Background: an optimization exercise with open tools, aiming at small area and a short achievable clock period. Do not read the settings as production practice.
Where RTL was checked, it was by simulation tests only, not by an equivalence proof against the original.
Only the layout flow was run in runs 1 to 3; the RTL was not checked for function there.
Power figures rest on the tool's default switching activity, not on a simulated workload.

`run.sh`:
```
#!/bin/bash
# synth_recipe.tcl (not shown) runs the flow's synth.tcl, then flattens the netlist and writes it again
# the make line also repeats each setting of config.mk as NAME=value (left out here)
make -C /OpenROAD-flow-scripts/flow DESIGN_CONFIG=/design/flow/config.mk WORK_HOME=/design/flow/orfs CLKGATE_MAP_FILE= SYNTH_SCRIPT=/design/flow/synth_recipe.tcl finish
```
`config.mk`:
```
export PLATFORM = sky130hd
export DESIGN_NAME = execute_top
export DESIGN_NICKNAME = execute_top
export VERILOG_FILES = /design/flow/design.v
export SDC_FILE = /design/flow/constraint.sdc
export NUM_CORES = 4
export LEC_CHECK = 0
export CAP_MARGIN = 20
export CORE_MARGIN = 2
export CORE_UTILIZATION = 40
export SLEW_MARGIN = 20
```
`constraint.sdc`:
```
create_clock -name core_clock -period 6.0 [get_ports {i_clk}]
set_input_delay 1.2000 -clock core_clock [delete_from_list [all_inputs] [get_ports {i_clk}]]
set_output_delay 1.2000 -clock core_clock [all_outputs]
set_load 0.01 [all_outputs]
```
`design.v`:
```
`default_nettype none
package exec_pkg;
    localparam int DATA_W   = 32;
    localparam int REG_W    = 5;
    localparam int FUNCT_W  = 6;
    localparam int SHAMT_W  = 5;
    localparam int ALUOP_W  = 4;
    localparam int ALUCTL_W = 4;
    localparam int WB_W     = 2;
    localparam int MEM_W    = 3;
    localparam logic [ALUOP_W-1:0] ALUOP_RTYPE = 4'h0;    
    localparam logic [ALUOP_W-1:0] ALUOP_ADD   = 4'h1;
    localparam logic [ALUOP_W-1:0] ALUOP_SUB   = 4'h2;
    localparam logic [ALUOP_W-1:0] ALUOP_AND   = 4'h3;
    localparam logic [ALUOP_W-1:0] ALUOP_OR    = 4'h4;
    localparam logic [ALUOP_W-1:0] ALUOP_XOR   = 4'h5;
    localparam logic [ALUOP_W-1:0] ALUOP_SLT   = 4'h6;
    localparam logic [ALUOP_W-1:0] ALUOP_LUI   = 4'h7;
    localparam logic [ALUCTL_W-1:0] ALU_AND = 4'b0000;
    localparam logic [ALUCTL_W-1:0] ALU_OR  = 4'b0001;
    localparam logic [ALUCTL_W-1:0] ALU_ADD = 4'b0010;
    localparam logic [ALUCTL_W-1:0] ALU_XOR = 4'b0011;
    localparam logic [ALUCTL_W-1:0] ALU_SLL = 4'b0100;
    localparam logic [ALUCTL_W-1:0] ALU_SRL = 4'b0101;
    localparam logic [ALUCTL_W-1:0] ALU_SUB = 4'b0110;
    localparam logic [ALUCTL_W-1:0] ALU_SLT = 4'b0111;
    localparam logic [ALUCTL_W-1:0] ALU_SRA = 4'b1000;
    localparam logic [ALUCTL_W-1:0] ALU_LUI = 4'b1001;
    localparam logic [ALUCTL_W-1:0] ALU_NOR = 4'b1100;
    localparam logic [FUNCT_W-1:0] FN_SLL = 6'h00;
    localparam logic [FUNCT_W-1:0] FN_SRL = 6'h02;
    localparam logic [FUNCT_W-1:0] FN_SRA = 6'h03;
    localparam logic [FUNCT_W-1:0] FN_ADD = 6'h20;
    localparam logic [FUNCT_W-1:0] FN_SUB = 6'h22;
    localparam logic [FUNCT_W-1:0] FN_AND = 6'h24;
    localparam logic [FUNCT_W-1:0] FN_OR  = 6'h25;
    localparam logic [FUNCT_W-1:0] FN_XOR = 6'h26;
    localparam logic [FUNCT_W-1:0] FN_NOR = 6'h27;
    localparam logic [FUNCT_W-1:0] FN_SLT = 6'h2A;
    typedef struct packed {
        logic               alu_src;     
        logic [ALUOP_W-1:0] alu_op;
        logic               reg_dst;     
    } ex_ctrl_t;
    typedef struct packed {
        logic [15:0]        upper;       
        logic [REG_W-1:0]   rd;
        logic [SHAMT_W-1:0] shamt;
        logic [FUNCT_W-1:0] funct;
    } imm_rtype_t;
    typedef union packed {
        logic signed [DATA_W-1:0] word;
        imm_rtype_t               rtype;
    } imm_word_u;
endpackage
`default_nettype wire
`timescale 1ns/1ns
`default_nettype none
import exec_pkg::*;
module alu_control
(
    input  wire logic [ALUOP_W-1:0] i_alu_op,
    input  wire logic [FUNCT_W-1:0] i_funct,
    output logic                    o_add,
    output logic                    o_sub,     
    output logic                    o_slt,
    output logic                    o_and,
    output logic                    o_or,
    output logic                    o_xor,
    output logic                    o_nor,
    output logic                    o_lui,
    output logic                    o_sll,
    output logic                    o_srl,
    output logic                    o_sra
);
    always_comb begin
        o_add = 1'b0; o_sub = 1'b0; o_slt = 1'b0; o_and = 1'b0;
        o_or  = 1'b0; o_xor = 1'b0; o_nor = 1'b0; o_lui = 1'b0;
        o_sll = 1'b0; o_srl = 1'b0; o_sra = 1'b0;
        case (i_alu_op)
            ALUOP_RTYPE: begin
                case (i_funct)
                    FN_SUB:  o_sub = 1'b1;
                    FN_AND:  o_and = 1'b1;
                    FN_OR:   o_or  = 1'b1;
                    FN_XOR:  o_xor = 1'b1;
                    FN_NOR:  o_nor = 1'b1;
                    FN_SLT:  begin o_sub = 1'b1; o_slt = 1'b1; end
                    FN_SLL:  o_sll = 1'b1;
                    FN_SRL:  o_srl = 1'b1;
                    FN_SRA:  o_sra = 1'b1;
                    default: o_add = 1'b1;    
                endcase
            end
            ALUOP_SUB: o_sub = 1'b1;
            ALUOP_AND: o_and = 1'b1;
            ALUOP_OR:  o_or  = 1'b1;
            ALUOP_XOR: o_xor = 1'b1;
            ALUOP_SLT: begin o_sub = 1'b1; o_slt = 1'b1; end
            ALUOP_LUI: o_lui = 1'b1;
            default:   o_add = 1'b1;          
        endcase
    end
endmodule
`default_nettype wire
`timescale 1ns/1ns
`default_nettype none
import exec_pkg::*;
module alu
(
    input  wire logic [DATA_W-1:0] i_p,
    input  wire logic [DATA_W-1:0] i_g,
    input  wire logic              i_cin,
    input  wire logic              i_slt,
    input  wire logic              i_shl,
    input  wire logic              i_shr,
    input  wire logic [2:0]        i_shamt_lo,
    input  wire logic              i_fill,
    output logic [DATA_W-1:0]      o_sum,       
    output logic                   o_slt_bit,
    output logic                   o_zero
);
    logic [DATA_W:0] gt [0:5];
    logic [DATA_W:0] pt [0:5];
    logic [DATA_W-1:0] c, w, sh, pp, t;
    always_comb begin
        gt[0] = {i_g, i_cin};
        pt[0] = {i_p, 1'b0};
        for (int l = 0; l < 5; l++) begin
            for (int i = 0; i <= DATA_W; i++) begin
                if (i >= (1 << l)) begin
                    gt[l+1][i] = gt[l][i] | (pt[l][i] & gt[l][i - (1 << l)]);
                    pt[l+1][i] = pt[l][i] & pt[l][i - (1 << l)];
                end else begin
                    gt[l+1][i] = gt[l][i];
                    pt[l+1][i] = pt[l][i];
                end
            end
        end
    end
    assign c = gt[5][DATA_W-1:0];    
    always_comb begin
        for (int i = 0; i < DATA_W; i++) begin
            if (i >= i_shamt_lo) w[i] = i_p[i - i_shamt_lo];
            else                 w[i] = i_fill;
        end
        for (int i = 0; i < DATA_W; i++) sh[i] = i_shr ? w[DATA_W-1-i] : w[i];
    end
    assign pp    = (i_shl | i_shr) ? sh : i_p;
    assign o_sum = pp ^ c;
    assign o_slt_bit = i_p[DATA_W-1] ? !c[DATA_W-1] : i_g[DATA_W-1];
    always_comb begin
        t[0] = i_cin;
        for (int i = 1; i < DATA_W; i++)
            t[i] = (i_p[i-1] | i_g[i-1]) & !(i_shl | i_shr);
    end
    assign o_zero = i_slt ? !o_slt_bit : (pp == t);
endmodule
`default_nettype wire
`timescale 1ns/1ns
`default_nettype none
import exec_pkg::*;
module id_ex_reg
(
    input  wire logic              i_clk,
    input  wire logic              i_rst,
    input  wire logic [DATA_W-1:0] i_p,
    input  wire logic [DATA_W-1:0] i_g,
    input  wire logic              i_cin,
    input  wire logic              i_slt,
    input  wire logic              i_shl,
    input  wire logic              i_shr,
    input  wire logic [2:0]        i_shamt_lo,
    input  wire logic              i_fill,
    input  wire logic [DATA_W-1:0] i_rt_data,
    input  wire logic [REG_W-1:0]  i_write_reg,
    input  wire logic [WB_W-1:0]   i_wb_ctrl,
    input  wire logic [MEM_W-1:0]  i_mem_ctrl,
    input  wire logic [1:0]        i_pc_lo,
    input  wire logic [15:0]       i_pcb_lo,
    input  wire logic              i_pcb_co,
    input  wire logic [13:0]       i_pcb_hi,
    output logic                   o_rst_flag,
    output logic [DATA_W-1:0]      o_p,
    output logic [DATA_W-1:0]      o_g,
    output logic                   o_cin,
    output logic                   o_slt,
    output logic                   o_shl,
    output logic                   o_shr,
    output logic [2:0]             o_shamt_lo,
    output logic                   o_fill,
    output logic [DATA_W-1:0]      o_rt_data,
    output logic [REG_W-1:0]       o_write_reg,
    output logic [WB_W-1:0]        o_wb_ctrl,
    output logic [MEM_W-1:0]       o_mem_ctrl,
    output logic [1:0]             o_pc_lo,
    output logic [15:0]            o_pcb_lo,
    output logic                   o_pcb_co,
    output logic [13:0]            o_pcb_hi
);
    always_ff @(posedge i_clk) begin
        o_rst_flag  <= !i_rst;
        o_p         <= i_p;
        o_g         <= i_g;
        o_cin       <= i_cin;
        o_slt       <= i_slt;
        o_shl       <= i_shl;
        o_shr       <= i_shr;
        o_shamt_lo  <= i_shamt_lo;
        o_fill      <= i_fill;
        o_rt_data   <= i_rt_data;
        o_write_reg <= i_write_reg;
        o_wb_ctrl   <= i_wb_ctrl;
        o_mem_ctrl  <= i_mem_ctrl;
        o_pc_lo     <= i_pc_lo;
        o_pcb_lo    <= i_pcb_lo;
        o_pcb_co    <= i_pcb_co;
        o_pcb_hi    <= i_pcb_hi;
    end
endmodule
`default_nettype wire
`timescale 1ns/1ns
`default_nettype none
import exec_pkg::*;
module execute_stage
(
    input  wire logic              i_flush,
    input  wire logic [DATA_W-1:0] i_pc,
    input  wire logic [DATA_W-1:0] i_rs_data,
    input  wire logic [DATA_W-1:0] i_rt_data,
    input  wire logic [DATA_W-1:0] i_imm,
    input  wire logic [REG_W-1:0]  i_rt,
    input  wire logic [REG_W-1:0]  i_rd,
    input  wire logic [WB_W-1:0]   i_wb_ctrl,
    input  wire logic [MEM_W-1:0]  i_mem_ctrl,
    input  wire logic [5:0]        i_ex_ctrl,
    output logic [DATA_W-1:0]      o_p,
    output logic [DATA_W-1:0]      o_g,
    output logic                   o_cin,
    output logic                   o_slt,
    output logic                   o_shl,        
    output logic                   o_shr,        
    output logic [2:0]             o_shamt_lo,
    output logic                   o_fill,       
    output logic [REG_W-1:0]       o_write_reg,
    output logic [WB_W-1:0]        o_wb_ctrl,
    output logic [MEM_W-1:0]       o_mem_ctrl,
    output logic [15:0]            o_pcb_lo,     
    output logic                   o_pcb_co,     
    output logic [13:0]            o_pcb_hi      
);
    exec_pkg::ex_ctrl_t ex_ctrl;
    logic [DATA_W-1:0]  a, b, bx, rb, v, coarse;
    logic [1:0]         k;
    logic op_add, op_sub, op_slt, op_and, op_or, op_xor, op_nor, op_lui;
    logic op_sll, op_srl, op_sra, op_right, fill;
    assign ex_ctrl     = i_flush ? 6'd0 : i_ex_ctrl;
    assign o_wb_ctrl   = i_flush ? '0 : i_wb_ctrl;
    assign o_mem_ctrl  = i_flush ? '0 : i_mem_ctrl;
    assign o_write_reg = ex_ctrl.reg_dst ? i_rd : i_rt;
    alu_control u_alu_control (
        .i_alu_op (ex_ctrl.alu_op),
        .i_funct  (i_imm[5:0]),
        .o_add    (op_add),
        .o_sub    (op_sub),
        .o_slt    (op_slt),
        .o_and    (op_and),
        .o_or     (op_or),
        .o_xor    (op_xor),
        .o_nor    (op_nor),
        .o_lui    (op_lui),
        .o_sll    (op_sll),
        .o_srl    (op_srl),
        .o_sra    (op_sra)
    );
    assign a  = i_rs_data;
    assign b  = ex_ctrl.alu_src ? i_imm : i_rt_data;
    assign bx = op_sub ? ~b : b;
    assign op_right = op_srl | op_sra;
    assign fill     = op_sra & b[DATA_W-1];
    assign k        = i_imm[10:9];
    always_comb begin
        for (int i = 0; i < DATA_W; i++) rb[i] = b[DATA_W-1-i];
    end
    assign v = op_right ? rb : b;
    always_comb begin
        for (int i = 0; i < DATA_W; i++) begin
            if (i >= 8 * k) coarse[i] = v[i - 8 * k];
            else            coarse[i] = fill;
        end
    end
    always_comb begin
        o_p = '0;
        o_g = '0;
        if (op_add | op_sub) begin
            o_p = a ^ bx;
            o_g = a & bx;
        end
        if (op_and) o_p = a & b;
        if (op_or)  o_p = a | b;
        if (op_xor) o_p = a ^ b;
        if (op_nor) o_p = ~(a | b);
        if (op_lui) o_p = {b[15:0], 16'h0};
        if (op_sll | op_right) o_p = coarse;
    end
    assign o_cin      = op_sub;
    assign o_slt      = op_slt;
    assign o_shl      = op_sll;
    assign o_shr      = op_right;
    assign o_shamt_lo = i_imm[8:6];
    assign o_fill     = fill;
    assign {o_pcb_co, o_pcb_lo} = {1'b0, i_pc[17:2]} + {1'b0, i_imm[15:0]};
    assign o_pcb_hi = i_pc[31:18] + i_imm[29:16];
endmodule
`default_nettype wire
`timescale 1ns/1ns
`default_nettype none
import exec_pkg::*;
module ex_mem_reg
(
    input  wire logic              i_clk,
    input  wire logic              i_rst,
    input  wire logic              i_rst_flag,    
    input  wire logic              i_slt,
    input  wire logic [DATA_W-1:0] i_sum,
    input  wire logic              i_slt_bit,
    input  wire logic              i_zero,
    input  wire logic [DATA_W-1:0] i_write_data,
    input  wire logic [REG_W-1:0]  i_write_reg,
    input  wire logic [WB_W-1:0]   i_wb_ctrl,
    input  wire logic [MEM_W-1:0]  i_mem_ctrl,
    input  wire logic [DATA_W-1:0] i_pc_branch,
    output logic      [DATA_W-1:0] o_alu_result,
    output logic                   o_alu_zero,
    output logic      [DATA_W-1:0] o_write_data,
    output logic      [REG_W-1:0]  o_write_reg,
    output logic      [WB_W-1:0]   o_wb_ctrl,
    output logic      [MEM_W-1:0]  o_mem_ctrl,
    output logic      [DATA_W-1:0] o_pc_branch
);
    logic kill;
    assign kill = !i_rst || i_rst_flag;
    always_ff @(posedge i_clk) begin
        if (kill) begin
            o_alu_result <= '0;
            o_alu_zero   <= i_rst;    
            o_write_data <= '0;
            o_write_reg  <= '0;
            o_wb_ctrl    <= '0;
            o_mem_ctrl   <= '0;
            o_pc_branch  <= '0;
        end else begin
            o_alu_result <= i_slt ? {{(DATA_W-1){1'b0}}, i_slt_bit} : i_sum;
            o_alu_zero   <= i_zero;
            o_write_data <= i_write_data;
            o_write_reg  <= i_write_reg;
            o_wb_ctrl    <= i_wb_ctrl;
            o_mem_ctrl   <= i_mem_ctrl;
            o_pc_branch  <= i_pc_branch;
        end
    end
endmodule
`default_nettype wire
`timescale 1ns/1ns
`default_nettype none
import exec_pkg::*;
module execute_top
(
    input  wire logic              i_clk,
    input  wire logic              i_rst,
    input  wire logic              i_flush,
    input  wire logic [DATA_W-1:0] i_pc,
    input  wire logic [DATA_W-1:0] i_rs_data,
    input  wire logic [DATA_W-1:0] i_rt_data,
    input  wire logic [DATA_W-1:0] i_imm,        
    input  wire logic [REG_W-1:0]  i_rt,
    input  wire logic [REG_W-1:0]  i_rd,
    input  wire logic [WB_W-1:0]   i_wb_ctrl,
    input  wire logic [MEM_W-1:0]  i_mem_ctrl,
    input  wire logic [5:0]        i_ex_ctrl,    
    output logic      [DATA_W-1:0] o_alu_result,
    output logic                   o_alu_zero,
    output logic      [DATA_W-1:0] o_write_data,
    output logic      [REG_W-1:0]  o_write_reg,
    output logic      [WB_W-1:0]   o_wb_ctrl,
    output logic      [MEM_W-1:0]  o_mem_ctrl,
    output logic      [DATA_W-1:0] o_pc_branch
);
    logic [DATA_W-1:0] s1_p, s1_g;
    logic              s1_cin, s1_slt, s1_shl, s1_shr, s1_fill, s1_pcb_co;
    logic [2:0]        s1_shamt_lo;
    logic [REG_W-1:0]  s1_write_reg;
    logic [WB_W-1:0]   s1_wb_ctrl;
    logic [MEM_W-1:0]  s1_mem_ctrl;
    logic [15:0]       s1_pcb_lo;
    logic [13:0]       s1_pcb_hi;
    logic              idex_rst_flag;
    logic [DATA_W-1:0] idex_p, idex_g, idex_rt_data;
    logic              idex_cin, idex_slt, idex_shl, idex_shr, idex_fill, idex_pcb_co;
    logic [2:0]        idex_shamt_lo;
    logic [REG_W-1:0]  idex_write_reg;
    logic [WB_W-1:0]   idex_wb_ctrl;
    logic [MEM_W-1:0]  idex_mem_ctrl;
    logic [1:0]        idex_pc_lo;
    logic [15:0]       idex_pcb_lo;
    logic [13:0]       idex_pcb_hi;
    logic [DATA_W-1:0] ex_sum, ex_pc_branch;
    logic              ex_slt_bit, ex_zero;
    execute_stage u_execute_stage (
        .i_flush     (i_flush),
        .i_pc        (i_pc),
        .i_rs_data   (i_rs_data),
        .i_rt_data   (i_rt_data),
        .i_imm       (i_imm),
        .i_rt        (i_rt),
        .i_rd        (i_rd),
        .i_wb_ctrl   (i_wb_ctrl),
        .i_mem_ctrl  (i_mem_ctrl),
        .i_ex_ctrl   (i_ex_ctrl),
        .o_p         (s1_p),
        .o_g         (s1_g),
        .o_cin       (s1_cin),
        .o_slt       (s1_slt),
        .o_shl       (s1_shl),
        .o_shr       (s1_shr),
        .o_shamt_lo  (s1_shamt_lo),
        .o_fill      (s1_fill),
        .o_write_reg (s1_write_reg),
        .o_wb_ctrl   (s1_wb_ctrl),
        .o_mem_ctrl  (s1_mem_ctrl),
        .o_pcb_lo    (s1_pcb_lo),
        .o_pcb_co    (s1_pcb_co),
        .o_pcb_hi    (s1_pcb_hi)
    );
    id_ex_reg u_id_ex_reg (
        .i_clk       (i_clk),
        .i_rst       (i_rst),
        .i_p         (s1_p),
        .i_g         (s1_g),
        .i_cin       (s1_cin),
        .i_slt       (s1_slt),
        .i_shl       (s1_shl),
        .i_shr       (s1_shr),
        .i_shamt_lo  (s1_shamt_lo),
        .i_fill      (s1_fill),
        .i_rt_data   (i_rt_data),
        .i_write_reg (s1_write_reg),
        .i_wb_ctrl   (s1_wb_ctrl),
        .i_mem_ctrl  (s1_mem_ctrl),
        .i_pc_lo     (i_pc[1:0]),
        .i_pcb_lo    (s1_pcb_lo),
        .i_pcb_co    (s1_pcb_co),
        .i_pcb_hi    (s1_pcb_hi),
        .o_rst_flag  (idex_rst_flag),
        .o_p         (idex_p),
        .o_g         (idex_g),
        .o_cin       (idex_cin),
        .o_slt       (idex_slt),
        .o_shl       (idex_shl),
        .o_shr       (idex_shr),
        .o_shamt_lo  (idex_shamt_lo),
        .o_fill      (idex_fill),
        .o_rt_data   (idex_rt_data),
        .o_write_reg (idex_write_reg),
        .o_wb_ctrl   (idex_wb_ctrl),
        .o_mem_ctrl  (idex_mem_ctrl),
        .o_pc_lo     (idex_pc_lo),
        .o_pcb_lo    (idex_pcb_lo),
        .o_pcb_co    (idex_pcb_co),
        .o_pcb_hi    (idex_pcb_hi)
    );
    alu u_alu (
        .i_p        (idex_p),
        .i_g        (idex_g),
        .i_cin      (idex_cin),
        .i_slt      (idex_slt),
        .i_shl      (idex_shl),
        .i_shr      (idex_shr),
        .i_shamt_lo (idex_shamt_lo),
        .i_fill     (idex_fill),
        .o_sum      (ex_sum),
        .o_slt_bit  (ex_slt_bit),
        .o_zero     (ex_zero)
    );
    assign ex_pc_branch = {idex_pcb_hi + {13'd0, idex_pcb_co}, idex_pcb_lo, idex_pc_lo};
    ex_mem_reg u_ex_mem_reg (
        .i_clk        (i_clk),
        .i_rst        (i_rst),
        .i_rst_flag   (idex_rst_flag),
        .i_slt        (idex_slt),
        .i_sum        (ex_sum),
        .i_slt_bit    (ex_slt_bit),
        .i_zero       (ex_zero),
        .i_write_data (idex_rt_data),
        .i_write_reg  (idex_write_reg),
        .i_wb_ctrl    (idex_wb_ctrl),
        .i_mem_ctrl   (idex_mem_ctrl),
        .i_pc_branch  (ex_pc_branch),
        .o_alu_result (o_alu_result),
        .o_alu_zero   (o_alu_zero),
        .o_write_data (o_write_data),
        .o_write_reg  (o_write_reg),
        .o_wb_ctrl    (o_wb_ctrl),
        .o_mem_ctrl   (o_mem_ctrl),
        .o_pc_branch  (o_pc_branch)
    );
endmodule
`default_nettype wire
```
==> summary.txt, run 1 <==
status timing/DRC/antenna clean; path depth of the worst reg2reg path 13; most common cell after layout, fill and taps aside clkdlybuf4s50_1; Worst Setup End Kind flip-flop; FMAX 0.2033 GHz; Worst path most repeated cell ha_1; crit-path cells buf_4 -> ha_1 -> inv_1 -> ha_1 -> mux4_2 -> mux2i_1 -> o31ai_1 -> a221o_1 -> o41ai_1 -> nand4_1 -> or4_1 -> nor4b_2 -> a211o_1; core area 42040 um^2; RSZ-0062 raised after global routing no; Buffers on Ports 258; Initial Utilization 40.60%; sequential area share after synthesis 29.91%; most frequent cells in the layout clkdlybuf4s50_1, dfxtp_1, nor2_1; Final Hold Vio Count 0; global-route wire length before repair 98350 um; worst reg2reg startpoint u_id_ex_reg.o_shamt_lo[1]; Slowest-stage cell, CP ha_1; Die Ht 210.6 um; Pwr Total 5.881 mW; WHS Endpoint u_ex_mem_reg.o_write_data[4]; vias in the first global route 15700; max_slew headroom 28.17%; Routed WL 65840 um; initial DRC count 1506; Total Neg Setup Slack 0 ps; # nets final 2361; Post-DP HPWL 49140 um; final setup margin 1081 ps; clk root buf clkbuf_16; WL/cell 25.05 um; HP Class flip-flop to flip-flop; Lkg Pwr 8.987 nW; hold depth 1; Clock Skew 32.48 ps; CTS tree yes; GP Congestion 1.015; Async S/R FF share, synth 0%; CTS Hold Bufs 0; Ports 259; layout cell share with drive strength beyond 1 10.73%; YS warnings 7; Clock H-tree levels 1; Critical Path RT 6530 ps; CTS max path bufs 3; mapped cell area 17070 um^2; CTS Sinks 255; Fill cells 3904; Worst Path Class, Setup flip-flop to flip-flop; DRT antenna net count 0; min-delay src u_id_ex_reg.o_rt_data[4]; Post-Layout Inst Area 21360 um^2; Netlist cell types 80; EDFF count, synth 0; CP max FO 37; GRT Total Usage 29.30%; MaxCap Viol Count 0; Worst-path clk slew 60 ps; # resized after CTS 0; Final period util 81.99%; PwrDens 275.3 nW/um^2; largest net degree at the start of global routing 64; initial antenna violation count 4; top_reg_cell synth dfxtp_1; GRT overflow 0; Worst Tran Pin Value 1074 ps; WP data arrival 5450 ps; Slew Viols, Final 0; post-CTS setup buffers 0; via count 15560; post-synthesis average cell area 9.246 um^2; Critical Path Source Type flip-flop; min Tclk post-route 4920 ps; Gate Count Post-Synth 1846; DR pass1 iterations 6; Num CTS Buffers 30; Worst R2R End u_ex_mem_reg.o_alu_zero; site row count 75; synthesis-stage register bit count 255; die area 44340 um^2; via/cell ratio 5.921; Clock Latency Late Sink 610 ps; pre-CTS setup slack 1167 ps; Max rail drop VDD 0.2193 mV; Syn Nets 2143; P&R area growth vs syn 25.17%; final setup violation count 0; Max stage delay on crit path 820 ps; Remaining DRCs 0; Horiz. Die Dim 210.6 um; Post-DP Area 20300 um^2; worst reg2reg setup slack 1080 ps
[how the worst max path moves through the flow]
| stage | startpoint | endpoint | slack, ps | depth (start not counted) |
|---|---|---|---|---|
| 2_1_floorplan | u_id_ex_reg.o_shamt_lo[1] | u_ex_mem_reg.o_alu_zero | 1450 | 17 |
| 3_3_place_gp | u_id_ex_reg.o_shamt_lo[1] | u_ex_mem_reg.o_alu_zero | 1150 | 13 |
| 3_5_place_dp | u_id_ex_reg.o_shamt_lo[1] | u_ex_mem_reg.o_alu_zero | 1170 | 13 |
| 4_1_cts | u_id_ex_reg.o_shamt_lo[1] | u_ex_mem_reg.o_alu_zero | 1150 | 13 |
| 5_1_grt | u_id_ex_reg.o_shamt_lo[1] | u_ex_mem_reg.o_alu_zero | 820 | 13 |
| 6_report | u_id_ex_reg.o_shamt_lo[1] | u_ex_mem_reg.o_alu_zero | 1080 | 13 |
[cell usage after synthesis, drive strengths merged, types with 31 or more instances]
library cell / number / share of area, %
dfxtp: 255 / 30
nor2: 170 / 3.7
ha: 143 / 10
mux2i: 113 / 6.6
inv: 112 / 2.5
and2: 107 / 3.9
a21oi: 102 / 3.0
clkbuf: 99 / 2.2
xnor2: 75 / 3.8
o21ai: 73 / 2.1
mux4: 72 / 9.7
nand2: 68 / 1.5
nand3: 37 / 1.1
xor2: 31 / 1.6
[layout make-up]
cell class	instances	area [um^2]	area share, %
inverter	113	424.2	1.985
tap	539	674.4	3.157
clock buffer	35	809.5	3.789
clock inverter	21	247.7	1.160
antenna	1	2.502	0.01171
sequential	255	5109	23.91
multi-input combinational	1353	11100	51.97
timing repair buffer	311	2993	14.01
[worst max-delay path, delay by kind of cell (launching register included)]
family                     cells  cell delay [ps]
adders and majority gates      2             1170
and+or+nand+nor                3             1160
muxes                          2              750
DFF                            1              330
buffers and inverters          2              550
AOI/OAI and AO/OA              4              900
[through the flow]
stage	utilization (%)	cells	hold WS [ps]
2_1_floorplan	-	1846	405.7
3_3_place_gp	48.29	2571	407.4
3_5_place_dp	48.29	2571	409.7
4_1_cts	50.81	2627	420.7
5_1_grt	50.81	2627	430.4
6_report	50.82	2628	419.2
[cell families after synthesis]
kind of cell	synth area share, %
AO/OA/AOI/OAI	15.53
XOR/XNOR	5.439
adder cells (fa/ha/maj)	10.72
buffers and inverters	5.571
flip-flops	29.91
multiplexers	18.02
AND/OR/NAND/NOR	14.81
[routing by layer]
metal	track usage, %	share of wire, %	vias up
met5	0	0.035	-
met4	17.36	6.9	4
met3	6.555	8.6	224
met2	47.39	45	855
met1	35.78	39	7389
li1	-	-	7089
[where the power goes]
part / leakage (nW) / internal [mW] / total [mW] / switching [mW]
combinational: 6.37 / 0.877 / 1.85 / 0.970
clock: 0.498 / 1.11 / 1.92 / 0.806
sequential: 2.12 / 1.86 / 2.12 / 0.252
total: 8.99 / 3.85 / 5.88 / 2.03
==> run 2, diff against run 1 <==
--- a/design.v
+++ b/design.v
@@ -139,11 +139,11 @@
         end
     end
     assign c = gt[5][DATA_W-1:0];    
+    logic [DATA_W-1:0] w1, w2;
+    assign w1 = i_shamt_lo[0] ? {i_p[DATA_W-2:0], i_fill}      : i_p;
+    assign w2 = i_shamt_lo[1] ? {w1[DATA_W-3:0], {2{i_fill}}}  : w1;
+    assign w  = i_shamt_lo[2] ? {w2[DATA_W-5:0], {4{i_fill}}}  : w2;
     always_comb begin
-        for (int i = 0; i < DATA_W; i++) begin
-            if (i >= i_shamt_lo) w[i] = i_p[i - i_shamt_lo];
-            else                 w[i] = i_fill;
-        end
         for (int i = 0; i < DATA_W; i++) sh[i] = i_shr ? w[DATA_W-1-i] : w[i];
     end
     assign pp    = (i_shl | i_shr) ? sh : i_p;
@@ -250,7 +250,7 @@
     output logic [13:0]            o_pcb_hi      
 );
     exec_pkg::ex_ctrl_t ex_ctrl;
-    logic [DATA_W-1:0]  a, b, bx, rb, v, coarse;
+    logic [DATA_W-1:0]  a, b, rb, v, coarse;
     logic [1:0]         k;
     logic op_add, op_sub, op_slt, op_and, op_or, op_xor, op_nor, op_lui;
     logic op_sll, op_srl, op_sra, op_right, fill;
@@ -275,7 +275,6 @@
     );
     assign a  = i_rs_data;
     assign b  = ex_ctrl.alu_src ? i_imm : i_rt_data;
-    assign bx = op_sub ? ~b : b;
     assign op_right = op_srl | op_sra;
     assign fill     = op_sra & b[DATA_W-1];
     assign k        = i_imm[10:9];
@@ -284,24 +283,28 @@
     end
     assign v = op_right ? rb : b;
     always_comb begin
-        for (int i = 0; i < DATA_W; i++) begin
-            if (i >= 8 * k) coarse[i] = v[i - 8 * k];
-            else            coarse[i] = fill;
-        end
-    end
+        case (k)
+            2'd0: coarse = v;
+            2'd1: coarse = {v[DATA_W-9:0],  {8{fill}}};
+            2'd2: coarse = {v[DATA_W-17:0], {16{fill}}};
+            default: coarse = {v[DATA_W-25:0], {24{fill}}};
+        endcase
+    end
+    logic [DATA_W-1:0] x, n, o, gs;
+    assign x  = a ^ b;
+    assign n  = a & b;
+    assign o  = a | b;
+    assign gs = a & ~b;
     always_comb begin
-        o_p = '0;
-        o_g = '0;
-        if (op_add | op_sub) begin
-            o_p = a ^ bx;
-            o_g = a & bx;
-        end
-        if (op_and) o_p = a & b;
-        if (op_or)  o_p = a | b;
-        if (op_xor) o_p = a ^ b;
-        if (op_nor) o_p = ~(a | b);
-        if (op_lui) o_p = {b[15:0], 16'h0};
-        if (op_sll | op_right) o_p = coarse;
+        o_p = ({DATA_W{op_add | op_xor}} & x)
+            | ({DATA_W{op_sub}}          & ~x)
+            | ({DATA_W{op_and}}          & n)
+            | ({DATA_W{op_or}}           & o)
+            | ({DATA_W{op_nor}}          & ~o)
+            | ({DATA_W{op_lui}}          & {b[15:0], 16'h0})
+            | ({DATA_W{op_sll | op_right}} & coarse);
+        o_g = ({DATA_W{op_add}} & n)
+            | ({DATA_W{op_sub}} & gs);
     end
     assign o_cin      = op_sub;
     assign o_slt      = op_slt;
==> run 2 against run 1 <==
Maximum frequency up 20%. Global-route usage down 1.3 points. First-iteration DRC count down 21%. Critical path type is now primary input to flip-flop. Total power down 3.4%. Clock power up 9%. Synthesized cell count down 3.8%. Clock skew down 18 ps. Highest routed layer is now met4. Largest power group is now the clock network.
==> summary.txt, run 2 <==
Routed WL 57940 um (was 65840 um); Reg power frac 36.6% (was 36.0%); fin cells 2518 (was 2628); clock share of power 36.8% (was 32.6%); # resized after CTS 0 (unchanged); DRT antenna net count 0 (unchanged); Critical Path RT 6460 ps (was 6530 ps); combinational power share 26.6% (was 31.4%); Num CTS Buffers 30 (unchanged); mux cell area share after synthesis 8.982% (was 18.02%); core area 37760 um^2 (was 42040 um^2); final setup violation count 0 (unchanged); Synth Area in Simple Gates 15.10% (was 14.81%); Slew Viols, Final 0 (unchanged); sequential cell area 5109 um^2 (unchanged); multi-input logic area 9415 um^2 (was 11100 um^2); Worst Tran Pin Value 1219 ps (was 1074 ps); Initial Utilization 40.77% (was 40.60%); RSZ-0062 raised after global routing no (unchanged); initial antenna violation count 1 (was 4); Ports 259 (unchanged); top post-synthesis cells by count dfxtp_1, nor2_1, nand2_1 (was dfxtp_1, nor2_1, ha_1); Worst-path clk slew 70 ps (was 60 ps); post-CTS setup buffers 0 (unchanged); WL/cell 23.01 um (was 25.05 um); YS warnings 7 (unchanged); vias in the first global route 13890 (was 15700); most common cell after layout, fill and taps aside clkdlybuf4s50_1 (unchanged); WP data arrival 4560 ps (was 5450 ps); Remaining DRCs 0 (unchanged); most frequent cells in the layout clkdlybuf4s50_1, dfxtp_1, nor2_1 (unchanged); via/cell ratio 5.678 (was 5.921); min Tclk post-route 4100 ps (was 4920 ps); mapped cell area 15390 um^2 (was 17070 um^2); FMAX 0.2439 GHz (was 0.2033 GHz); Synth Area in Compound Gates 20.98% (was 15.53%); largest family of logic cells by synthesized area compound AO/OA/AOI/OAI gates (was multiplexers); worst reg2reg startpoint u_id_ex_reg.o_shamt_lo[1] (unchanged); Final Hold Vio Count 0 (unchanged); met2 Track Usage GR 47.48% (was 47.39%); adder-cell share of the synthesized area 10.65% (was 10.72%); Synth Area in XOR/XNOR 5.064% (was 5.439%); global routing usage on met3 4.735% (was 6.555%); largest net degree at the start of global routing 66 (was 64); # nets final 2264 (was 2361); most frequent cell after synthesis dfxtp_1 (unchanged); Max rail drop VDD 0.2958 mV (was 0.2193 mV); CTS Hold Bufs 0 (unchanged); max_slew headroom 18.72% (was 28.17%); layout cell share with drive strength beyond 1 7.827% (was 10.73%); GP Congestion 0.9778 (was 1.015); Horiz. Die Dim 200.2 um (was 210.6 um); Clock H-tree levels 1 (unchanged); Switching Share 31.53% (was 34.49%); path depth of the worst reg2reg path 9 (was 13); CP max FO 14 (was 37); site row count 71 (was 75); cell taking the most area after synthesis dfxtp_1 (unchanged); Worst Setup End Kind flip-flop (unchanged); Clock Skew 14.84 ps (was 32.48 ps); Netlist cell types 85 (was 80); Final period util 68.33% (was 81.99%); via count 14300 (was 15560); internal power 3.891 mW (was 3.853 mW); met1 Resource Use GR 35.83% (was 35.78%); CTS tree yes (unchanged); DR pass1 iterations 8 (was 6); Worst Path Class, Setup primary input to flip-flop (was flip-flop to flip-flop); Net Switching 1.792 mW (was 2.028 mW); post-synthesis average cell area 8.668 um^2 (was 9.246 um^2); Syn Nets 2057 (was 2143); Yosys top cell area share 33.16% (was 29.91%); HP Class flip-flop to flip-flop (unchanged); global-route wire length before repair 86750 um (was 98350 um); Post-DP HPWL 44630 um (was 49140 um); Critical Path Source Type primary input (was flip-flop); CTS max path bufs 3 (unchanged); GRT Total Usage 28.02% (was 29.30%); Die Ht 200.2 um (was 210.6 um); initial DRC count 1197 (was 1506); PwrDens 291.2 nW/um^2 (was 275.3 nW/um^2); EDFF count, synth 0 (unchanged); Gate Count Post-Synth 1776 (was 1846); synthesis-stage register bit count 255 (unchanged); Total Neg Setup Slack 0 ps (unchanged); die area 40070 um^2 (was 44340 um^2); Fill cells 3527 (was 3904); P&R area growth vs syn 26.81% (was 25.17%); hold depth 1 (unchanged); Lkg Pwr 8.326 nW (was 8.987 nW); GRT overflow 0 (unchanged); CP startpoint i_flush (was u_id_ex_reg.o_shamt_lo[1]); top cells by area, synth dfxtp_1, ha_1, mux2i_1 (was dfxtp_1, ha_1, mux4_2); CTS Sinks 255 (unchanged); clk root buf clkbuf_16 (unchanged); status timing/DRC/antenna clean (unchanged); placed cells 2461 (was 2571); MaxCap Viol Count 0 (unchanged); min-delay src u_id_ex_reg.o_write_reg[1] (was u_id_ex_reg.o_rt_data[4]); Async S/R FF share, synth 0% (unchanged); sequential area share after synthesis 33.16% (was 29.91%); Buffers on Ports 258 (unchanged); GRT Max-Usage Layer met2 (unchanged); top_reg_cell synth dfxtp_1 (unchanged); Clock Latency Late Sink 580 ps (was 610 ps)
-- run 2: logic make-up after synthesis --
| kind of cell | after synthesis |
|---|---|
| xor+xnor | 89 |
| fa+ha+maj | 130 |
| compound gates | 474 |
| mux | 119 |
| simple gates | 494 |
| flops | 255 |
| buf+inv | 215 |
-- run 2: power groups by stage --
| stage | sequential, mW | combinational, mW | clock [mW] |
|---|---|---|---|
| 6_report | 2.08 | 1.51 | 2.09 |
| 5_1_grt | 2.10 | 1.63 | 2.19 |
| 4_1_cts | 2.07 | 1.49 | 2.12 |
| 3_5_place_dp | 2.11 | 1.49 | 0 |
| 3_3_place_gp | 2.11 | 1.48 | 0 |
| 2_1_floorplan | 1.99 | 1.00 | 0 |
-- run 2: path summary, 6_finish.rpt --
check	end	slack, ps
setup / recovery	u_id_ex_reg.o_p[13]	1900
hold / removal	u_ex_mem_reg.o_write_reg[1]	420
setup reg to reg	u_ex_mem_reg.o_alu_zero	2350
hold reg to reg	u_ex_mem_reg.o_write_reg[1]	420
-- run 2: area by class of cell --
cell class / count / area share, %
Multi-Input combinational cell: 1306 / 48.23
Sequential cell: 255 / 26.17
Tap cell: 511 / 3.275
Clock inverter: 15 / 1.365
Timing Repair Buffer: 289 / 14.44
Clock buffer: 40 / 4.557
Inverter: 101 / 1.942
Antenna cell: 1 / 0.01282
-- run 2: worst max-delay path, stage by stage --
cell             delay (ps)
clkdlybuf4s50_1         660
nor2b_4                 560
buf_4                   340
mux2i_1                 730
mux2i_1                 280
mux2i_1                 260
nand2_1                  80
a211oi_1                310
nand2_1                 110
-- run 2: metrics by stage --
step	hold slack, ps	power (mW)	setup slack (ps)	cell area, um^2	utilization (%)
after floorplan	405.7	2.993	2599	15390	-
after global placement	406.7	3.591	1426	18350	48.60
after detailed placement	409.7	3.598	1401	18350	48.60
after CTS	420.6	5.691	2000	19510	51.67
after global routing	425.1	5.923	1749	19520	51.70
final	417.0	5.684	1900	19520	51.70
-- run 2: layer usage --
layer  routed length [um]  up-vias  part of all wire [%]
met3                 4586      111                   7.9
met2                27010      639                    47
met1                24240     6855                    42
met4                 2102        0                   3.6
met5                    0        -                     0
li1                     -     6691                     -
==> run 3, diff against run 2 <==
--- a/config.mk
+++ b/config.mk
@@ -8,4 +8,5 @@
 export CAP_MARGIN = 20
 export CORE_MARGIN = 2
 export CORE_UTILIZATION = 40
+export SETUP_SLACK_MARGIN = 3.5
 export SLEW_MARGIN = 20
==> run 3 against run 2 <==
Total power up 2.8%. Clock power down 14%. Clock skew increased by 10 ps. Global-route usage is 1.5 points higher. Utilization grew 10 points. Setup slack gained 1400 ps. Flip-flop and latch count stayed put. Die area is the same. First-iteration DRC count increased by 24%. Area after synthesis is the same. Combinational power grew 28%. Final cell count grew 6.6%. Critical path type unchanged. Critical endpoint is now u_id_ex_reg.o_pcb_lo[14].
==> summary.txt, run 3 <==
status timing/DRC/antenna clean (unchanged); CTS Sinks 255 (unchanged); # nets final 2432 (was 2264); RSZ-0062 raised after global routing yes (was no); Final period util 45.26% (was 68.33%); Worst Path Class, Setup primary input to flip-flop (unchanged); core area 37760 um^2 (unchanged); HP Class flip-flop to flip-flop (unchanged); CP Capture Point u_id_ex_reg.o_pcb_lo[14] (was u_id_ex_reg.o_p[13]); Reg power frac 36.0% (was 36.6%); Gate Count Post-Synth 1776 (unchanged); Post-DP HPWL 43650 um (was 44630 um); post-synthesis average cell area 8.668 um^2 (unchanged); mapped cell area 15390 um^2 (unchanged); global-route wire length before repair 91360 um (was 86750 um); Worst R2R End u_ex_mem_reg.o_alu_zero (unchanged); Num CTS Buffers 29 (was 30); WL/cell 23.54 um (was 23.01 um); Worst Setup End Kind flip-flop (unchanged); DR pass1 iterations 8 (unchanged); Switching Share 33.93% (was 31.53%); min Tclk post-route 2716 ps (was 4100 ps); Clock H-tree levels 1 (unchanged); path depth of the worst reg2reg path 10 (was 9); CTS tree yes (unchanged); GP Congestion 0.9629 (was 0.9778); worst reg2reg setup slack 3300 ps (was 2350 ps); GRT overflow 0 (unchanged); Syn Nets 2057 (unchanged); DRT antenna net count 0 (unchanged); most frequent cells in the layout dfxtp_1, nor2_1, nand2_1 (was clkdlybuf4s50_1, dfxtp_1, nor2_1); die area 40070 um^2 (unchanged); largest net degree at the start of global routing 63 (was 66); Async S/R FF share, synth 0% (unchanged); most frequent cell after synthesis dfxtp_1 (unchanged); PwrDens 250.1 nW/um^2 (was 291.2 nW/um^2); Initial Utilization 40.77% (unchanged); internal power 3.861 mW (was 3.891 mW); GRT Total Usage 29.54% (was 28.02%); CTS max path bufs 3 (unchanged); max_slew headroom 49.34% (was 18.72%); top cells by area, synth dfxtp_1, ha_1, mux2i_1 (unchanged); vias in the first global route 14790 (was 13890); MaxCap Viol Count 0 (unchanged); Horiz. Die Dim 200.2 um (unchanged); Buffers on Ports 258 (unchanged); P&R area growth vs syn 51.79% (was 26.81%); Max rail drop VDD 0.2305 mV (was 0.2958 mV); CP startpoint i_imm[0] (was i_flush); Critical Path Source Type primary input (unchanged); Netlist cell types 85 (unchanged); Remaining DRCs 0 (unchanged); EDFF count, synth 0 (unchanged); Die Ht 200.2 um (unchanged); Clock Latency Late Sink 600 ps (was 580 ps); final setup violation count 0 (unchanged); Ports 259 (unchanged); clock share of power 30.9% (was 36.8%); most common cell after layout, fill and taps aside dfxtp_1 (was clkdlybuf4s50_1); cell taking the most area after synthesis dfxtp_1 (unchanged); Worst Tran Pin Value 759.8 ps (was 1219 ps); initial DRC count 1489 (was 1197); top_reg_cell synth dfxtp_1 (unchanged); worst reg2reg startpoint u_id_ex_reg.o_shamt_lo[2] (was u_id_ex_reg.o_shamt_lo[1]); CTS Hold Bufs 0 (unchanged); Pwr Total 5.843 mW (was 5.684 mW); via/cell ratio 5.703 (was 5.678); synthesis-stage register bit count 255 (unchanged); WP data arrival 3190 ps (was 4560 ps); via count 15300 (was 14300); Slew Viols, Final 0 (unchanged); Worst-path clk slew 70 ps (about the same); FMAX 0.3682 GHz (was 0.2439 GHz); Net Switching 1.983 mW (was 1.792 mW); combinational power share 33.1% (was 26.6%); Post-Layout Inst Area 23370 um^2 (was 19520 um^2); YS warnings 7 (unchanged); sequential area share after synthesis 33.16% (unchanged); Clock Skew 25.29 ps (was 14.84 ps); Lkg Pwr 9.956 nW (was 8.326 nW); layout cell share with drive strength beyond 1 28.89% (was 7.827%); Routed WL 63170 um (was 57940 um); Critical Path RT 6470 ps (was 6460 ps); top post-synthesis cells by count dfxtp_1, nor2_1, nand2_1 (unchanged); Post-DP Area 19040 um^2 (was 18350 um^2); clk root buf clkbuf_16 (unchanged); Hold Slack 411.4 ps (was 417.0 ps); site row count 71 (unchanged); Final Hold Vio Count 0 (unchanged); initial antenna violation count 3 (was 1); Total Neg Setup Slack 0 ps (unchanged); Yosys top cell area share 33.16% (unchanged); CP max FO 2 (was 14)
==> run 3: cell count changes in the layout (fill, tap and decap cells not counted), sizes merged, moves of 2 or more <==
cell | previous run | this run
clkinvlp | 2 | 4
clkbuf | 40 | 44
buf | 31 | 209
bufinv | 7 | 3
dlymetal6s2s | 0 | 4
nand2 | 143 | 147
clkdlybuf4s15 | 0 | 4
dlygate4sd2 | 0 | 119
clkdlybuf4s50 | 258 | 109
==> run 3: repair_timing <==
action	4_1_cts	5_1_grt
buffers inserted	102	62
resized for setup	419	202
endpoints found under the setup margin	229	78
pin swaps	77	112
cloned	11	7
==> run 3: per-layer routing <==
metal	global-route usage, %	wire length (um)
met1	37.11	25250
met2	50.74	30120
met3	4.474	4888
met4	11.67	2905
met5	0	0
==> run 3: area by class of cell <==
| class | instances | area [um^2] |
|---|---|---|
| clock buffer | 37 | 775.7 |
| fill | 3250 | 14390 |
| sequential | 255 | 5179 |
| timing repair buffer | 453 | 4737 |
| tap | 511 | 639.4 |
| antenna | 2 | 5.005 |
| inverter | 101 | 415.4 |
| multi-input combinational | 1311 | 11440 |
| clock inverter | 13 | 177.7 |
==> run 3: logic make-up after synthesis <==
family,count (synthesis),synth area share (%)
muxes,119,8.982
buffers and inverters,215,6.064
adders and majority gates,130,10.65
xor gates and xnor gates,89,5.064
AOI/OAI and AO/OA,474,20.98
and+or+nand+nor,494,15.10
DFF,255,33.16
==> run 3: worst min path at each step <==
stage                         startpoint                            end  slack (ps)  cells past startpoint
2_1_floorplan  u_id_ex_reg.o_mem_ctrl[0]     u_ex_mem_reg.o_mem_ctrl[0]         410                      1
3_3_place_gp   u_id_ex_reg.o_rt_data[30]  u_ex_mem_reg.o_write_data[30]         410                      1
3_5_place_dp    u_id_ex_reg.o_wb_ctrl[0]      u_ex_mem_reg.o_wb_ctrl[0]         410                      1
4_1_cts        u_id_ex_reg.o_rt_data[31]  u_ex_mem_reg.o_write_data[31]         410                      1
5_1_grt        u_id_ex_reg.o_rt_data[15]  u_ex_mem_reg.o_write_data[15]         440                      1
6_report       u_id_ex_reg.o_rt_data[31]  u_ex_mem_reg.o_write_data[31]         410                      1
==> run 3: through the flow <==
stage          instances  setup WS [ps]  util, %
5_1_grt             2682           3197    61.88
6_report            2683           3284    61.89
4_1_cts             2612           3120    57.70
3_3_place_gp        2449           1528    50.42
2_1_floorplan       1776           2915        -
3_5_place_dp        2449           1436    50.42
==> run 3: critical path: stages <==
cell and delay [ps]:
buf_16 90, ha_4 140, inv_2 30, fa_2 360, nor2b_2 140, o21ai_2 70
a21boi_2 170, o211ai_1 160, a21o_1 250, a31oi_4 210, a21o_1 160, a21oi_2 80
xnor2_1 120
==> run 3: power groups by stage <==
stage / combinational (mW) / clock (mW) / sequential, mW
after floorplan: 1.08 / 0 / 1.99
after global placement: 1.54 / 0 / 2.11
after detailed placement: 1.55 / 0 / 2.11
after CTS: 1.70 / 1.84 / 2.08
after global routing: 2.06 / 1.90 / 2.12
final: 1.93 / 1.80 / 2.10
==> run 4, diff against run 3 <==
--- a/design.v
+++ b/design.v
@@ -149,12 +149,18 @@
     assign pp    = (i_shl | i_shr) ? sh : i_p;
     assign o_sum = pp ^ c;
     assign o_slt_bit = i_p[DATA_W-1] ? !c[DATA_W-1] : i_g[DATA_W-1];
+    logic z_sum, z_shift;
     always_comb begin
         t[0] = i_cin;
-        for (int i = 1; i < DATA_W; i++)
-            t[i] = (i_p[i-1] | i_g[i-1]) & !(i_shl | i_shr);
+        for (int i = 1; i < DATA_W; i++) t[i] = i_p[i-1] | i_g[i-1];
     end
-    assign o_zero = i_slt ? !o_slt_bit : (pp == t);
+    assign z_sum = (i_p == t);
+    logic [6:0] keep_hi;
+    always_comb begin
+        for (int i = 0; i < 7; i++) keep_hi[i] = (i_shamt_lo <= 3'(6 - i));    
+    end
+    assign z_shift = ~|i_p[24:0] & ~|(i_p[31:25] & keep_hi) & !(i_fill && i_shamt_lo != 3'd0);
+    assign o_zero = i_slt ? !o_slt_bit : (i_shl | i_shr) ? z_shift : z_sum;
 endmodule
 `default_nettype wire
 `timescale 1ns/1ns
@@ -177,9 +183,8 @@
     input  wire logic [WB_W-1:0]   i_wb_ctrl,
     input  wire logic [MEM_W-1:0]  i_mem_ctrl,
     input  wire logic [1:0]        i_pc_lo,
-    input  wire logic [15:0]       i_pcb_lo,
-    input  wire logic              i_pcb_co,
-    input  wire logic [13:0]       i_pcb_hi,
+    input  wire logic [29:0]       i_pcb_sum,
+    input  wire logic [1:0]        i_pcb_co,
     output logic                   o_rst_flag,
     output logic [DATA_W-1:0]      o_p,
     output logic [DATA_W-1:0]      o_g,
@@ -194,9 +199,8 @@
     output logic [WB_W-1:0]        o_wb_ctrl,
     output logic [MEM_W-1:0]       o_mem_ctrl,
     output logic [1:0]             o_pc_lo,
-    output logic [15:0]            o_pcb_lo,
-    output logic                   o_pcb_co,
-    output logic [13:0]            o_pcb_hi
+    output logic [29:0]            o_pcb_sum,
+    output logic [1:0]             o_pcb_co
 );
     always_ff @(posedge i_clk) begin
         o_rst_flag  <= !i_rst;
@@ -213,9 +217,8 @@
         o_wb_ctrl   <= i_wb_ctrl;
         o_mem_ctrl  <= i_mem_ctrl;
         o_pc_lo     <= i_pc_lo;
-        o_pcb_lo    <= i_pcb_lo;
+        o_pcb_sum   <= i_pcb_sum;
         o_pcb_co    <= i_pcb_co;
-        o_pcb_hi    <= i_pcb_hi;
     end
 endmodule
 `default_nettype wire
@@ -245,9 +248,8 @@
     output logic [REG_W-1:0]       o_write_reg,
     output logic [WB_W-1:0]        o_wb_ctrl,
     output logic [MEM_W-1:0]       o_mem_ctrl,
-    output logic [15:0]            o_pcb_lo,     
-    output logic                   o_pcb_co,     
-    output logic [13:0]            o_pcb_hi      
+    output logic [29:0]            o_pcb_sum,    
+    output logic [1:0]             o_pcb_co      
 );
     exec_pkg::ex_ctrl_t ex_ctrl;
     logic [DATA_W-1:0]  a, b, rb, v, coarse;
@@ -312,8 +314,9 @@
     assign o_shr      = op_right;
     assign o_shamt_lo = i_imm[8:6];
     assign o_fill     = fill;
-    assign {o_pcb_co, o_pcb_lo} = {1'b0, i_pc[17:2]} + {1'b0, i_imm[15:0]};
-    assign o_pcb_hi = i_pc[31:18] + i_imm[29:16];
+    assign {o_pcb_co[0], o_pcb_sum[9:0]}   = {1'b0, i_pc[11:2]}  + {1'b0, i_imm[9:0]};
+    assign {o_pcb_co[1], o_pcb_sum[19:10]} = {1'b0, i_pc[21:12]} + {1'b0, i_imm[19:10]};
+    assign o_pcb_sum[29:20]                = i_pc[31:22] + i_imm[29:20];
 endmodule
 `default_nettype wire
 `timescale 1ns/1ns
@@ -390,23 +393,24 @@
     output logic      [DATA_W-1:0] o_pc_branch
 );
     logic [DATA_W-1:0] s1_p, s1_g;
-    logic              s1_cin, s1_slt, s1_shl, s1_shr, s1_fill, s1_pcb_co;
+    logic              s1_cin, s1_slt, s1_shl, s1_shr, s1_fill;
     logic [2:0]        s1_shamt_lo;
     logic [REG_W-1:0]  s1_write_reg;
     logic [WB_W-1:0]   s1_wb_ctrl;
     logic [MEM_W-1:0]  s1_mem_ctrl;
-    logic [15:0]       s1_pcb_lo;
-    logic [13:0]       s1_pcb_hi;
+    logic [29:0]       s1_pcb_sum;
+    logic [1:0]        s1_pcb_co;
     logic              idex_rst_flag;
     logic [DATA_W-1:0] idex_p, idex_g, idex_rt_data;
-    logic              idex_cin, idex_slt, idex_shl, idex_shr, idex_fill, idex_pcb_co;
+    logic              idex_cin, idex_slt, idex_shl, idex_shr, idex_fill;
     logic [2:0]        idex_shamt_lo;
     logic [REG_W-1:0]  idex_write_reg;
     logic [WB_W-1:0]   idex_wb_ctrl;
     logic [MEM_W-1:0]  idex_mem_ctrl;
     logic [1:0]        idex_pc_lo;
-    logic [15:0]       idex_pcb_lo;
-    logic [13:0]       idex_pcb_hi;
+    logic [29:0]       idex_pcb_sum;
+    logic [1:0]        idex_pcb_co;
+    logic [1:0]        pcb_cin;
     logic [DATA_W-1:0] ex_sum, ex_pc_branch;
     logic              ex_slt_bit, ex_zero;
     execute_stage u_execute_stage (
@@ -431,9 +435,8 @@
         .o_write_reg (s1_write_reg),
         .o_wb_ctrl   (s1_wb_ctrl),
         .o_mem_ctrl  (s1_mem_ctrl),
-        .o_pcb_lo    (s1_pcb_lo),
-        .o_pcb_co    (s1_pcb_co),
-        .o_pcb_hi    (s1_pcb_hi)
+        .o_pcb_sum   (s1_pcb_sum),
+        .o_pcb_co    (s1_pcb_co)
     );
     id_ex_reg u_id_ex_reg (
         .i_clk       (i_clk),
@@ -451,9 +454,8 @@
         .i_wb_ctrl   (s1_wb_ctrl),
         .i_mem_ctrl  (s1_mem_ctrl),
         .i_pc_lo     (i_pc[1:0]),
-        .i_pcb_lo    (s1_pcb_lo),
+        .i_pcb_sum   (s1_pcb_sum),
         .i_pcb_co    (s1_pcb_co),
-        .i_pcb_hi    (s1_pcb_hi),
         .o_rst_flag  (idex_rst_flag),
         .o_p         (idex_p),
         .o_g         (idex_g),
@@ -468,9 +470,8 @@
         .o_wb_ctrl   (idex_wb_ctrl),
         .o_mem_ctrl  (idex_mem_ctrl),
         .o_pc_lo     (idex_pc_lo),
-        .o_pcb_lo    (idex_pcb_lo),
-        .o_pcb_co    (idex_pcb_co),
-        .o_pcb_hi    (idex_pcb_hi)
+        .o_pcb_sum   (idex_pcb_sum),
+        .o_pcb_co    (idex_pcb_co)
     );
     alu u_alu (
         .i_p        (idex_p),
@@ -485,7 +486,11 @@
         .o_slt_bit  (ex_slt_bit),
         .o_zero     (ex_zero)
     );
-    assign ex_pc_branch = {idex_pcb_hi + {13'd0, idex_pcb_co}, idex_pcb_lo, idex_pc_lo};
+    assign pcb_cin[0] = idex_pcb_co[0];
+    assign pcb_cin[1] = idex_pcb_co[1] | (&idex_pcb_sum[19:10] & idex_pcb_co[0]);
+    assign ex_pc_branch = {idex_pcb_sum[29:20] + {9'd0, pcb_cin[1]},
+                           idex_pcb_sum[19:10] + {9'd0, pcb_cin[0]},
+                           idex_pcb_sum[9:0], idex_pc_lo};
     ex_mem_reg u_ex_mem_reg (
         .i_clk        (i_clk),
         .i_rst        (i_rst),
--- a/config.mk
+++ b/config.mk
@@ -7,6 +7,6 @@
 export LEC_CHECK = 0
 export CAP_MARGIN = 20
 export CORE_MARGIN = 2
-export CORE_UTILIZATION = 40
+export CORE_UTILIZATION = 65
 export SETUP_SLACK_MARGIN = 3.5
 export SLEW_MARGIN = 20
==> run 4 against run 3 <==
The run now fails in global routing (5_1_grt). Synthesized cell count shrank 2.8%. Area after synthesis decreased by 1.3%.
==> summary.txt, run 4 <==
status aborted with a tool error (was timing/DRC/antenna clean); Halt Stage global routing (5_1_grt); Halt Reason [ERROR GRT-0116] Global routing finished with congestion. Check the congestion regions in the DRC Viewer.; Post-DP HPWL 39580 um (was 43650 um); synthesis-stage register bit count 256 (was 255); top post-synthesis cells by count dfxtp_1, nor2_1, nand2_1 (unchanged); largest net degree at the start of global routing 57; placed cells 2200 (was 2449); EDFF count, synth 0 (unchanged); Clock H-tree levels 1 (unchanged); Num CTS Buffers 27 (was 29); top cells by area, synth dfxtp_1, ha_1, mux2i_1 (unchanged); top_reg_cell synth dfxtp_1 (unchanged); Buffers on Ports 258 (unchanged); most frequent cell after synthesis dfxtp_1 (unchanged); Async S/R FF share, synth 0% (unchanged); CTS max path bufs 3 (unchanged); Yosys top cell area share 33.72% (was 33.16%); Gate Count Post-Synth 1727 (was 1776); YS warnings 7 (unchanged); clk root buf clkbuf_16 (unchanged); Horiz. Die Dim 156.9 um (was 200.2 um); GRT Total Usage 63.82%; GRT overflow 3; Ports 259 (unchanged); mapped cell area 15200 um^2 (was 15390 um^2); site row count 55 (was 71); Initial Utilization 66.73% (was 40.77%); CTS Sinks 256 (was 255); Netlist cell types 77 (was 85); Post-DP Area 18210 um^2 (was 19040 um^2); CTS Hold Bufs 0 (unchanged); cell taking the most area after synthesis dfxtp_1 (unchanged); sequential area share after synthesis 33.72% (was 33.16%); post-synthesis average cell area 8.801 um^2 (was 8.668 um^2); vias in the first global route 19310; global-route wire length before repair 117500 um; Syn Nets 2012 (was 2057); Die Ht 156.9 um (was 200.2 um); GP Congestion 1.007 (was 0.9629)
-- run 4: cell types whose count changed after synthesis, moves of 14 or more --
cell,delta
nand3_1,-14
o2111ai_1,+15
nor2_1,+19
a22oi_1,-21
o21ai_0,-17
a221oi_1,+16
-- run 4: per-layer routing --
layer	GRT overflow	track usage, %
met5	0	10.35
met3	0	42.40
met1	0	61.68
met4	2	64.44
met2	1	87.72
-- run 4: cell families after synthesis --
kind of cell	synth area share (%)
adder cells (fa/ha/maj)	11.16
buffers and inverters	5.622
AO/OA/AOI/OAI	18.78
multiplexers	10.73
XOR/XNOR	4.610
AND/OR/NAND/NOR	15.39
flip-flops	33.72
-- run 4: through the flow --
stage          util, %  setup WS, ps  power, mW  hold WS (ps)
2_1_floorplan        -          3077      2.925         405.7
3_3_place_gp     79.96          1399      3.403         407.4
3_5_place_dp     79.96          1294      3.468         410.5
4_1_cts          91.26          3366      5.324         424.6
-- run 4: worst max path at each step --
| stage | from | endpoint | depth (start not counted) | slack [ps] |
|---|---|---|---|---|
| 2_1_floorplan | i_ex_ctrl[5] | u_id_ex_reg.o_p[13] | 10 | 3080 |
| 3_3_place_gp | i_flush | u_id_ex_reg.o_p[24] | 9 | 1400 |
| 3_5_place_dp | i_flush | u_id_ex_reg.o_p[0] | 9 | 1290 |
| 4_1_cts | i_rst | u_ex_mem_reg.o_mem_ctrl[0] | 4 | 3370 |
-- run 4: repair_timing --
| action | CTS |
|---|---|
| gates resized for setup | 432 |
| gates cloned | 15 |
| endpoints found under the hold margin | 0 |
| pin swaps | 70 |
| setup buffers | 69 |
| endpoints found under the setup margin | 245 |
-- run 4: power by group through the flow --
stage / Clock [mW] / Combinational (mW) / Sequential [mW]
CTS: 1.74 / 1.47 / 2.11
detailed placement: 0 / 1.33 / 2.14
global placement: 0 / 1.27 / 2.13
floorplan: 0 / 0.921 / 2.00
==> run 5, diff against run 4 <==
--- a/config.mk
+++ b/config.mk
@@ -7,6 +7,6 @@
 export LEC_CHECK = 0
 export CAP_MARGIN = 20
 export CORE_MARGIN = 2
-export CORE_UTILIZATION = 65
+export CORE_UTILIZATION = 40
 export SETUP_SLACK_MARGIN = 3.5
 export SLEW_MARGIN = 20
==> run 5 against run 4 <==
Now clean on timing, DRC and antenna. Area after synthesis is the same. Synthesized cell count is the same.
==> summary.txt, run 5 <==
layout cell share with drive strength beyond 1 22.80%; die area 39580 um^2; DR pass1 iterations 7; CP Depth 12; # nets final 2327; cell taking the most area after synthesis dfxtp_1 (unchanged); Worst Path Class, Setup primary input to flip-flop; Final period util 43.27%; GP Congestion 0.9229 (was 1.007); WP data arrival 3090 ps; Met3 Wirelength 4789 um; CTS Sinks 256 (unchanged); status timing/DRC/antenna clean (was aborted with a tool error); WP buf/inv 5; Yosys top cell area share 33.72% (unchanged); WL/cell 23.04 um; Hold Slack 423.2 ps; Initial Utilization 40.45% (was 66.73%); P&R area growth vs syn 43.33%; Buffers on Ports 258 (unchanged); Routed WL 59400 um; EDFF count, synth 0 (unchanged); most frequent cells in the layout dfxtp_1, nor2_1, nand2_1; most frequent cell after synthesis dfxtp_1 (unchanged); internal power 3.825 mW; final setup violation count 0; DRT antenna net count 0; YS warnings 7 (unchanged); Critical Path RT 6500 ps; Post-DP HPWL 40730 um (was 39580 um); FMAX 0.3852 GHz; GRT Total Usage 29.57%; crit-path cells buf_8 -> nor4_4 -> buf_4 -> or2_4 -> nand4b_4 -> buf_6 -> inv_8 -> nand3_4 -> buf_12 -> a21oi_1 -> a221oi_2 -> o2111ai_1; Max stage delay on crit path 280 ps; MaxCap Viol Count 0; global-route wire length before repair 88320 um; CP max FO 16; Remaining DRCs 0; met2 routed WL 27830 um; path depth of the worst reg2reg path 9; Clock Latency Late Sink 610 ps; Num CTS Buffers 30 (was 27); HP Class flip-flop to flip-flop; Horiz. Die Dim 198.9 um (was 156.9 um); Ports 259 (unchanged); Synth Area in Compound Gates 18.78% (unchanged); max_slew headroom 15.27%; uppermost routed layer met5; Synth Area in XOR/XNOR 4.610% (unchanged); combinational power share 26.6%; hold depth 1; Max rail drop VDD 0.2346 mV; Clock H-tree levels 1 (unchanged); Die Ht 198.9 um (was 156.9 um); via count 14760; clock share of power 35.7%; via/cell ratio 5.724; PwrDens 259.4 nW/um^2; Total Neg Setup Slack 0 ps; M1 WL 23500 um; top cells by area, synth dfxtp_1, ha_1, mux2i_1 (unchanged); Synth Area in Simple Gates 15.39% (unchanged); top post-synthesis cells by count dfxtp_1, nor2_1, nand2_1 (unchanged); min Tclk post-route 2596 ps; site row count 71 (was 55); post-synthesis average cell area 8.801 um^2 (unchanged); top_reg_cell synth dfxtp_1 (unchanged); largest family of logic cells by synthesized area compound AO/OA/AOI/OAI gates (unchanged); Async S/R FF share, synth 0% (unchanged); mapped cell area 15200 um^2 (unchanged); core area 37580 um^2; Critical Path Source Type primary input; initial antenna violation count 4; Clock Skew 40.98 ps; GRT overflow 0; most common cell after layout, fill and taps aside dfxtp_1; Syn Nets 2012 (unchanged); CTS tree yes; Net Switching 1.827 mW; crit-path leading delay family buffers and inverters; Slowest-stage cell, CP nor4_4; Lkg Pwr 9.507 nW; Gate Count Post-Synth 1727 (unchanged); vias in the first global route 14380; Final Hold Vio Count 0; Switching Share 32.33%; Worst-path clk slew 60 ps; largest net degree at the start of global routing 59; synthesis-stage register bit count 256 (unchanged); Worst Setup End Kind flip-flop; mux cell area share after synthesis 10.73% (unchanged); RSZ-0062 raised after global routing yes; sequential area share after synthesis 33.72% (unchanged); Netlist cell types 77 (unchanged); Fill cells 3312; Worst Tran Pin Value 1270 ps; initial DRC count 1283; clk root buf clkbuf_16 (unchanged); adder-cell share of the synthesized area 11.16% (unchanged); Reg power frac 37.7%; Slew Viols, Final 0; CTS max path bufs 3 (unchanged)
run 5: cell counts after synthesis:
No cell type changed its count.
run 5: cells by family after synthesis:
| group | after synthesis |
|---|---|
| flops | 256 |
| buf+inv | 213 |
| simple gates | 496 |
| mux | 133 |
| xor+xnor | 80 |
| fa+ha+maj | 134 |
| compound gates | 415 |
run 5: power groups by stage:
stage | Sequential, mW | Combinational, mW | Clock [mW]
2_1_floorplan | 2.00 | 0.921 | 0
5_1_grt | 2.15 | 1.63 | 2.11
4_1_cts | 2.12 | 1.42 | 2.04
3_3_place_gp | 2.15 | 1.31 | 0
6_report | 2.13 | 1.50 | 2.02
3_5_place_dp | 2.15 | 1.32 | 0
run 5: repair_timing:
action,CTS,global route
pin swaps,31,55
buffers inserted,74,33
hold buffers,0,0
cloned,10,3
setup endpoints to repair,222,85
resized for setup,367,124
run 5: worst paths after layout:
check	slack, ps	end	start
setup / recovery	3400	u_id_ex_reg.o_p[28]	i_ex_ctrl[2]
hold reg to reg	420	u_ex_mem_reg.o_mem_ctrl[2]	u_id_ex_reg.o_mem_ctrl[2]
setup reg to reg	3560	u_ex_mem_reg.o_alu_result[31]	u_id_ex_reg.o_p[11]
hold / removal	420	u_ex_mem_reg.o_mem_ctrl[2]	u_id_ex_reg.o_mem_ctrl[2]
run 5: metrics by stage:
stage,total power [mW],util [%],setup slack [ps],area [um^2],instances
final,5.652,57.98,3404,21790,2578
after global routing,5.891,57.98,3367,21790,2578
after CTS,5.576,55.93,3468,21020,2541
after detailed placement,3.474,49.17,1193,18480,2401
after global placement,3.464,49.17,1224,18480,2401
after floorplan,2.925,-,3077,15630,1727
run 5: final cells by class:
cell class	count	area [um^2]	share of cell area, %
Multi-Input combinational cell	1262	10560	48.48
Sequential cell	256	5167	23.72
Timing Repair Buffer	389	3877	17.80
Clock buffer	40	858.3	3.940
Tap cell	511	639.4	2.935
Inverter	103	429.2	1.970
Clock inverter	16	250.2	1.149
Antenna cell	1	2.502	0.01149
run 5: metal layers:
| layer | vias to the layer above | track usage (%) |
|---|---|---|
| met2 | 779 | 49.62 |
| met3 | 180 | 4.663 |
| li1 | 6770 | - |
| met4 | 2 | 14.34 |
| met1 | 7025 | 36.99 |
| met5 | - | 0 |

==> afterwards: timing with drivers on the ports <==
The results above use ideal ports. As a check the final layouts listed here were re-extracted and re-timed, cells and wires unchanged. Step 1 sets driving cells, clkbuf_16 on the clock port and buf_2 on the other inputs (assumed; they add their load-dependent delay and slew). Step 2 times the ports against the registers' clock, not the clock port: input delays grow and output delays shrink by t, the midpoint of the rising clock arrivals with the driver on. a / b / c = no drivers / after step 1 / after step 2; a / b = the first two.
run	shift t [ns]	setup slack, ns	clock arrival spread, ns	worst register clock-pin slew, ns	pins driven straight from the clock port
run 1	0.649	1.081 / 1.081 / 1.081	0.033 / 0.032	0.07 / 0.07	1
run 2	0.623	1.900 / 1.935 / 1.312	0.016 / 0.015	0.07 / 0.07	1
run 3	0.638	3.284 / 3.249 / 2.611	0.026 / 0.026	0.07 / 0.07	1
run 5	0.646	3.404 / 3.399 / 2.753	0.042 / 0.042	0.07 / 0.07	1
After both steps setup and hold are still met in every run listed. The setup slack of run 3, which loses most, moves by -0.035 ns with the drivers and by -0.673 ns with both steps.
